From an optimization exercise on the open Yosys and OpenROAD flow, aimed at small area; shortcuts taken in it are not production practice.
At most, simulation tests tie the RTL to the original design; equivalence was not proved.
No activity file was given, so power comes from the tool's default toggle rates.

==> v25: inputs <==
==> flow/design.v <==
package mips_pkg;
    typedef enum logic [2:0] {
        STATE_FETCH  = 3'd0,
        STATE_DECODE = 3'd1,
        STATE_EXEC1  = 3'd2,
        STATE_EXEC2  = 3'd3,  
        STATE_HALT   = 3'd4
    } cpu_state_t;
    typedef enum logic [5:0] {
        OP_RTYPE = 6'h00,
        OP_J     = 6'h02,
        OP_JAL   = 6'h03,
        OP_BEQ   = 6'h04,
        OP_ADDIU = 6'h09,
        OP_ANDI  = 6'h0c,
        OP_ORI   = 6'h0d,
        OP_XORI  = 6'h0e,
        OP_LW    = 6'h23,
        OP_SW    = 6'h2b
    } opcode_t;
    typedef enum logic [5:0] {
        FN_SLLV = 6'h04,
        FN_SRLV = 6'h06,
        FN_SRAV = 6'h07,
        FN_JR   = 6'h08,
        FN_JALR = 6'h09,
        FN_ADDU = 6'h21,
        FN_SUBU = 6'h23,
        FN_AND  = 6'h24,
        FN_OR   = 6'h25,
        FN_XOR  = 6'h26,
        FN_SLT  = 6'h2a,
        FN_SLTU = 6'h2b
    } funct_t;
    typedef enum logic [2:0] {
        ALUOP_ADD, ALUOP_SUB, ALUOP_FUNCT, ALUOP_AND, ALUOP_OR, ALUOP_XOR
    } alu_op_t;
    typedef enum logic [3:0] {
        ALU_ADD, ALU_SUB, ALU_AND, ALU_OR, ALU_XOR,
        ALU_SLT, ALU_SLTU, ALU_SLL, ALU_SRL, ALU_SRA
    } alu_func_t;
    typedef enum logic [1:0] {PC_ALU, PC_ALUOUT, PC_JUMP_TARGET, PC_REG_A} pc_source_t;
    typedef enum logic [1:0] {DST_RT, DST_RD, DST_RA} reg_dst_t;
    typedef enum logic [1:0] {WB_ALUOUT, WB_MDR, WB_PC} mem_to_reg_t;
    typedef enum logic [2:0] {
        SRCB_B, SRCB_FOUR, SRCB_SIGN_IMM, SRCB_BRANCH_OFFSET, SRCB_ZERO_IMM
    } alu_src_b_t;
endpackage
module mips_core (
    input  logic        clk,
    input  logic        reset,
    output logic [31:0] mem_addr,
    output logic        mem_read,
    output logic        mem_write,
    output logic [31:0] mem_wdata,
    input  logic [31:0] mem_rdata,
    output logic        trap
);
    logic [2:0] cnt;           
    logic       clr, halt;
    logic [1:0] ph;
    logic       s1, s2;
    assign ph = cnt[1:0];
    assign s1 = !clr && !halt && !cnt[2];
    assign s2 = !clr && !halt &&  cnt[2];
    logic [31:0] ins;
    logic [5:0]  op, fn;
    logic        rtype, r_alu, r_slt, r_sh, r_jr, r_jalr, i_alu, i_sext;
    logic        o_lw, o_sw, o_beq, o_j, o_jal, legal;
    assign ins    = mem_rdata;
    assign op     = ins[31:26];
    assign fn     = ins[5:0];
    assign rtype  = (op == 6'h00);
    assign r_alu  = rtype && (fn == 6'h21 || fn == 6'h23 || fn == 6'h24 ||
                              fn == 6'h25 || fn == 6'h26);
    assign r_slt  = rtype && (fn == 6'h2a || fn == 6'h2b);
    assign r_sh   = rtype && (fn == 6'h04 || fn == 6'h06 || fn == 6'h07);
    assign r_jr   = rtype && (fn == 6'h08);
    assign r_jalr = rtype && (fn == 6'h09);
    assign i_alu  = (op == 6'h09 || op == 6'h0c || op == 6'h0d || op == 6'h0e);
    assign o_lw   = (op == 6'h23);
    assign o_sw   = (op == 6'h2b);
    assign o_beq  = (op == 6'h04);
    assign o_j    = (op == 6'h02);
    assign o_jal  = (op == 6'h03);
    assign i_sext = (op == 6'h09) || o_lw || o_sw;
    assign legal  = r_alu || r_slt || r_sh || r_jr || r_jalr || i_alu ||
                    o_lw || o_sw || o_beq || o_j || o_jal;
    logic [31:0] pc;           
    logic [31:0] t1;           
    logic [31:0] t2;           
    logic        cy;           
    logic        cond;         
    localparam logic [3:0] K_NONE = 4'd0, K_SLT = 4'd1, K_SLL = 4'd2, K_SRL = 4'd3,
                           K_SRA = 4'd4, K_LW = 4'd5, K_SW = 4'd6, K_BEQ = 4'd7,
                           K_J = 4'd8, K_JAL = 4'd9, K_JR = 4'd10, K_JALR = 4'd11;
    logic [3:0]  kind;
    logic [4:0]  k_widx;
    logic        k_we, k_pct1, k_beq, k_jtop, k_lw, k_sw, k_left, k_arith;
    logic [1:0]  k_wsrc;       
    always_comb begin
        k_we   = (kind == K_SLT) || (kind == K_SLL) || (kind == K_SRL) || (kind == K_SRA) ||
                 (kind == K_LW) || (kind == K_JAL) || (kind == K_JALR);
        k_wsrc = (kind == K_SLT) ? 2'd1 :
                 (kind == K_SLL || kind == K_SRL || kind == K_SRA) ? 2'd2 :
                 (kind == K_LW) ? 2'd3 : 2'd0;
        k_pct1  = (kind == K_J) || (kind == K_JAL) || (kind == K_JR) || (kind == K_JALR);
        k_beq   = (kind == K_BEQ);
        k_jtop  = (kind == K_J) || (kind == K_JAL);
        k_lw    = (kind == K_LW);
        k_sw    = (kind == K_SW);
        k_left  = (kind == K_SLL);
        k_arith = (kind == K_SRA);
    end
    logic [31:0] rf [32];      
    logic [7:0]  rda, rdb, wd;
    logic        we;
    logic [4:0]  widx;
    always_comb begin
        rda = 8'h00;
        rdb = 8'h00;
        for (int k = 1; k < 32; k++) begin
            rda = rda | (rf[k][7:0] & {8{ins[25:21] == k}});
            rdb = rdb | (rf[k][7:0] & {8{ins[20:16] == k}});
        end
    end
    for (genvar k = 1; k < 32; k++) begin : g_rf
        always_ff @(posedge clk) begin
            rf[k] <= {(clr || (we && widx == k)) ? wd : rf[k][7:0], rf[k][31:8]};
        end
    end
    logic [31:0] bconst;
    logic [7:0]  a, b, bx, alu, sum;
    logic        sub, cin, cout, use_rt, taken, lt;
    logic [1:0]  lop;          
    assign taken = k_beq && cond;
    always_comb begin
        sub    = 1'b0;
        use_rt = 1'b0;
        lop    = 2'b11;
        bconst = 32'h0;
        if (s1) begin
            sub    = r_slt || (rtype && fn == 6'h23);
            use_rt = r_alu || r_slt;
            if (rtype && fn[5:2] == 4'b1001)      lop = fn[1:0];
            else if (op[5:2] == 4'b0011)          lop = op[1:0];
            if (i_sext)            bconst = {{16{ins[15]}}, ins[15:0]};
            else if (i_alu)        bconst = {16'h0000, ins[15:0]};
            else if (o_beq)        bconst = {{14{ins[15]}}, ins[15:0], 2'b00};
            else if (o_j || o_jal) bconst = {4'h0, ins[25:0], 2'b00};
            if (o_j || o_jal || o_beq) a = 8'h00;
            else                       a = rda;
        end else begin
            a = (ph == 2'd0) ? {pc[7:2], 2'b11} : pc[7:0];
        end
        if (s1)          b = use_rt ? rdb : bconst[ph*8 +: 8];
        else             b = (taken ? t1[7:0] : 8'h00) | {7'h00, ph == 2'd0};
    end
    assign bx   = b ^ {8{sub}};
    assign cin  = (ph == 2'd0) ? sub : cy;
    assign {cout, sum} = {1'b0, a} + {1'b0, bx} + {8'h00, cin};
    assign lt   = (!fn[0] && (a[7] ^ b[7])) ? a[7] : !cout;    
    always_comb begin
        case (lop)
            2'b00:   alu = a & b;
            2'b01:   alu = a | b;
            2'b10:   alu = a ^ b;
            default: alu = sum;
        endcase
    end
    logic [5:0]  rr;
    logic [2:0]  q0, q1;
    logic [7:0]  d0, d1, shd;
    logic [15:0] fun;
    logic        fillbit;
    assign rr      = k_left ? (6'd32 - {1'b0, t1[4:0]}) : {1'b0, t1[4:0]};
    assign d0      = t2[rr[4:3]*8 +: 8];
    assign d1      = t2[(rr[4:3] + 2'd1)*8 +: 8];
    assign q0      = {1'b0, ph} + rr[5:3];          
    assign q1      = q0 + 3'd1;
    assign fillbit = k_arith && t2[(2'd3 - ph) * 8 + 7];
    assign fun     = {((q1[2] == k_left) ? d1 : {8{fillbit}}),
                      ((q0[2] == k_left) ? d0 : {8{fillbit}})};
    assign shd     = fun[rr[2:0] +: 8];
    logic [7:0] pcn;
    always_comb begin
        we   = 1'b0;
        widx = k_widx;
        wd   = alu;
        if (s1) begin
            we   = r_alu || i_alu;
            widx = rtype ? ins[15:11] : ins[20:16];
        end else if (s2) begin
            we = k_we;
            case (k_wsrc)
                2'd0:    wd = alu;
                2'd1:    wd = {7'h00, cond && ph == 2'd0};
                2'd2:    wd = shd;
                default: wd = mem_rdata[ph*8 +: 8];
            endcase
        end
        if (clr) wd = 8'h00;
    end
    always_comb begin
        if (k_pct1) begin
            pcn = t1[7:0];
            if (k_jtop && ph == 2'd3) pcn[7:4] = alu[7:4];
        end else begin
            pcn = alu;
        end
        if (clr) pcn = 8'h00;
    end
    always_ff @(posedge clk) begin
        if (reset) begin
            cnt  <= 3'b100;
            clr  <= 1'b1;
            halt <= 1'b0;
        end else begin
            cnt <= cnt + 3'd1;
            if (cnt == 3'b111) clr <= 1'b0;
            if (s1 && !legal) halt <= 1'b1;
        end
    end
    always_ff @(posedge clk) begin
        cy <= cout;
        t2 <= {s1 ? rdb : t2[7:0], t2[31:8]};
        if (s1 || (s2 && (k_pct1 || k_beq))) t1 <= {s1 ? alu : t1[7:0], t1[31:8]};
        if (s2 || clr) pc <= {pcn, pc[31:8]};
        if (s1) begin
            if (ph == 2'd3 && r_slt) cond <= lt;
            else cond <= (ph == 2'd0 || cond) && (rda == rdb);
            k_widx  <= o_jal ? 5'd31 : rtype ? ins[15:11] : ins[20:16];
            kind    <= r_slt  ? K_SLT :
                       r_sh   ? (!fn[1] ? K_SLL : fn[0] ? K_SRA : K_SRL) :
                       o_lw   ? K_LW  :
                       o_sw   ? K_SW  :
                       o_beq  ? K_BEQ :
                       o_j    ? K_J   :
                       o_jal  ? K_JAL :
                       r_jr   ? K_JR  :
                       r_jalr ? K_JALR : K_NONE;
        end
    end
    assign mem_addr  = cnt[2] ? {t1[31:2], 2'b00} : {pc[31:2], 2'b00};
    assign mem_read  = s1 || (s2 && k_lw);
    assign mem_write = s2 && k_sw && ph == 2'd0;
    assign mem_wdata = t2;
    assign trap      = halt;
endmodule
==> flow/flow/run.sh <==
#!/bin/bash
# Standard layout, except that the input and output ports are buffered with
# sky130_fd_sc_hd__buf_1 instead of the buffer buffer_ports picks by default.
set -euo pipefail
bash standard.sh "BUFFER_PORTS_ARGS=-buffer_cell sky130_fd_sc_hd__buf_1" finish > standard_flow.log 2>&1
==> flow/standard.sh <==
#!/bin/bash
# synth_recipe.tcl (not shown) runs the flow's synth.tcl, then flattens the netlist and writes it again
# the make line also repeats each setting of config.mk as NAME=value (left out here)
make -C /OpenROAD-flow-scripts/flow DESIGN_CONFIG=/design/flow/config.mk WORK_HOME=/design/flow/orfs CLKGATE_MAP_FILE= SYNTH_SCRIPT=/design/flow/synth_recipe.tcl "${@:-finish}"
==> flow/config.mk <==
export PLATFORM = sky130hd
export DESIGN_NAME = mips_core
export DESIGN_NICKNAME = mips_core
export VERILOG_FILES = /design/flow/design.v
export SDC_FILE = /design/flow/constraint.sdc
export NUM_CORES = 4
export LEC_CHECK = 0
export CAP_MARGIN = 20
export CORE_MARGIN = 2
export CORE_UTILIZATION = 65
export CTS_CLUSTER_DIAMETER = 100
export CTS_CLUSTER_SIZE = 25
export SLEW_MARGIN = 20
==> flow/constraint.sdc <==
create_clock -name core_clock -period 12.0 [get_ports {clk}]
set_input_delay 2.4000 -clock core_clock [delete_from_list [all_inputs] [get_ports {clk}]]
set_output_delay 2.4000 -clock core_clock [all_outputs]
set_load 0.01 [all_outputs]
==> v2 (differences from v25) <==
--- a/flow/design.v
+++ b/flow/design.v
@@ -173,13 +173,30 @@
     logic [7:0]  d0, d1, shd;
-    logic [15:0] fun;
-    logic        fillbit;
-    assign rr      = k_left ? (6'd32 - {1'b0, t1[4:0]}) : {1'b0, t1[4:0]};
-    assign d0      = t2[rr[4:3]*8 +: 8];
-    assign d1      = t2[(rr[4:3] + 2'd1)*8 +: 8];
-    assign q0      = {1'b0, ph} + rr[5:3];          
-    assign q1      = q0 + 3'd1;
-    assign fillbit = k_arith && t2[(2'd3 - ph) * 8 + 7];
-    assign fun     = {((q1[2] == k_left) ? d1 : {8{fillbit}}),
-                      ((q0[2] == k_left) ? d0 : {8{fillbit}})};
-    assign shd     = fun[rr[2:0] +: 8];
+    logic [15:0] f0;
+    logic [11:0] f1;
+    logic [9:0]  f2;
+    logic        fillbit, v0, v1;
+    assign rr = k_left ? (6'd32 - {1'b0, t1[4:0]}) : {1'b0, t1[4:0]};
+    always_comb begin
+        case (rr[4:3])
+            2'd0:    begin d0 = t2[7:0];   d1 = t2[15:8];  end
+            2'd1:    begin d0 = t2[15:8];  d1 = t2[23:16]; end
+            2'd2:    begin d0 = t2[23:16]; d1 = t2[31:24]; end
+            default: begin d0 = t2[31:24]; d1 = t2[7:0];   end
+        endcase
+        case (ph)                               
+            2'd0:    fillbit = t2[31];
+            2'd1:    fillbit = t2[23];
+            2'd2:    fillbit = t2[15];
+            default: fillbit = t2[7];
+        endcase
+        fillbit = fillbit && k_arith;
+    end
+    assign q0  = {1'b0, ph} + rr[5:3];          
+    assign q1  = q0 + 3'd1;
+    assign v0  = (q0[2] == k_left);             
+    assign v1  = (q1[2] == k_left);
+    assign f0  = {v1 ? d1 : {8{fillbit}}, v0 ? d0 : {8{fillbit}}};
+    assign f1  = rr[2] ? f0[15:4] : f0[11:0];
+    assign f2  = rr[1] ? f1[11:2] : f1[9:0];
+    assign shd = rr[0] ? f2[8:1]  : f2[7:0];
     logic [7:0] pcn;
==> flow/run.sh (new file) <==
#!/bin/bash
# synth_recipe.tcl (not shown) runs the flow's synth.tcl, then flattens the netlist and writes it again
# the make line also repeats each setting of config.mk as NAME=value (left out here)
make -C /OpenROAD-flow-scripts/flow DESIGN_CONFIG=/design/flow/config.mk WORK_HOME=/design/flow/orfs CLKGATE_MAP_FILE= SYNTH_SCRIPT=/design/flow/synth_recipe.tcl finish
Settings changed: CORE_UTILIZATION 65 to 55.
removed: flow/flow/run.sh
removed: flow/standard.sh
==> impl_results.md <==
* Vias at 24.8k
* Die W at 236 um
* Multi-input gate share of total cell area at 0.305
* Fin util at 0.705
* Cell variety after synth at 85
* Pwr/cell area at 165 nW/um^2
* Clock-cell share at 0.0375
* Hold_sp: rf[25][28]
* Comb power frac at 0.063
* Run status: no timing/DRC/antenna violations
* Most frequent cells in the layout: 1029 x dfxtp_1, 226 x mux2_2, 172 x nand2_1
* Tapcell Cnt at 696
* Number of DRC markers in iteration 0 at 3494
* Row count at 85
That was v25.
==> impl_results.md <==
* Multi-input gate share of total cell area at 0.304
* Tapcell Cnt at 855
* Row count at 93
* Number of DRC markers in iteration 0 at 3126
* Die W at 258 um
* Pint at 4.95 mW
* Clock-cell share at 0.0367
* Cell variety after synth at 105
* Most frequent cells in the layout: 1028 x dfxtp_1, 321 x nor2_1, 215 x a22oi_1
* Run status: no timing/DRC/antenna violations
* Comb power frac at 0.069
* Hold_sp: rf[1][16]
* Vias at 25.3k
* Pwr/cell area at 168 nW/um^2
* Fin util at 0.604
That was v2.
Function not checked in v25: the RTL went through the layout flow alone.

-- separate check: timing with driven ports --
Ports are ideal in the flow. The routed layouts listed here were re-timed in OpenROAD.
Step 1, drivers: a clkbuf_16 drives clk and a buf_2 each remaining input, both assumed.
Step 2 moves the port delays by t, midway between the first and last clock arrival at a register: inputs arrive t later, outputs are due t later. That takes back most of the time a late clock gives input paths.
Three values: ideal, step 1, step 2; two values: the first two.
run	shift t [ns]	slack for setup (ns)	worst register clock-pin slew, ns	worst slew at a driven data input, ns
v25	0.690	3.532 / 3.530 / 2.840	0.10 / 0.10	0.07
v2	0.702	3.235 / 3.238 / 2.535	0.11 / 0.11	0.10
After both steps setup and hold are still met in every run listed. The setup slack of v2, which loses most, moves by +0.003 ns with the drivers and by -0.700 ns with both steps.
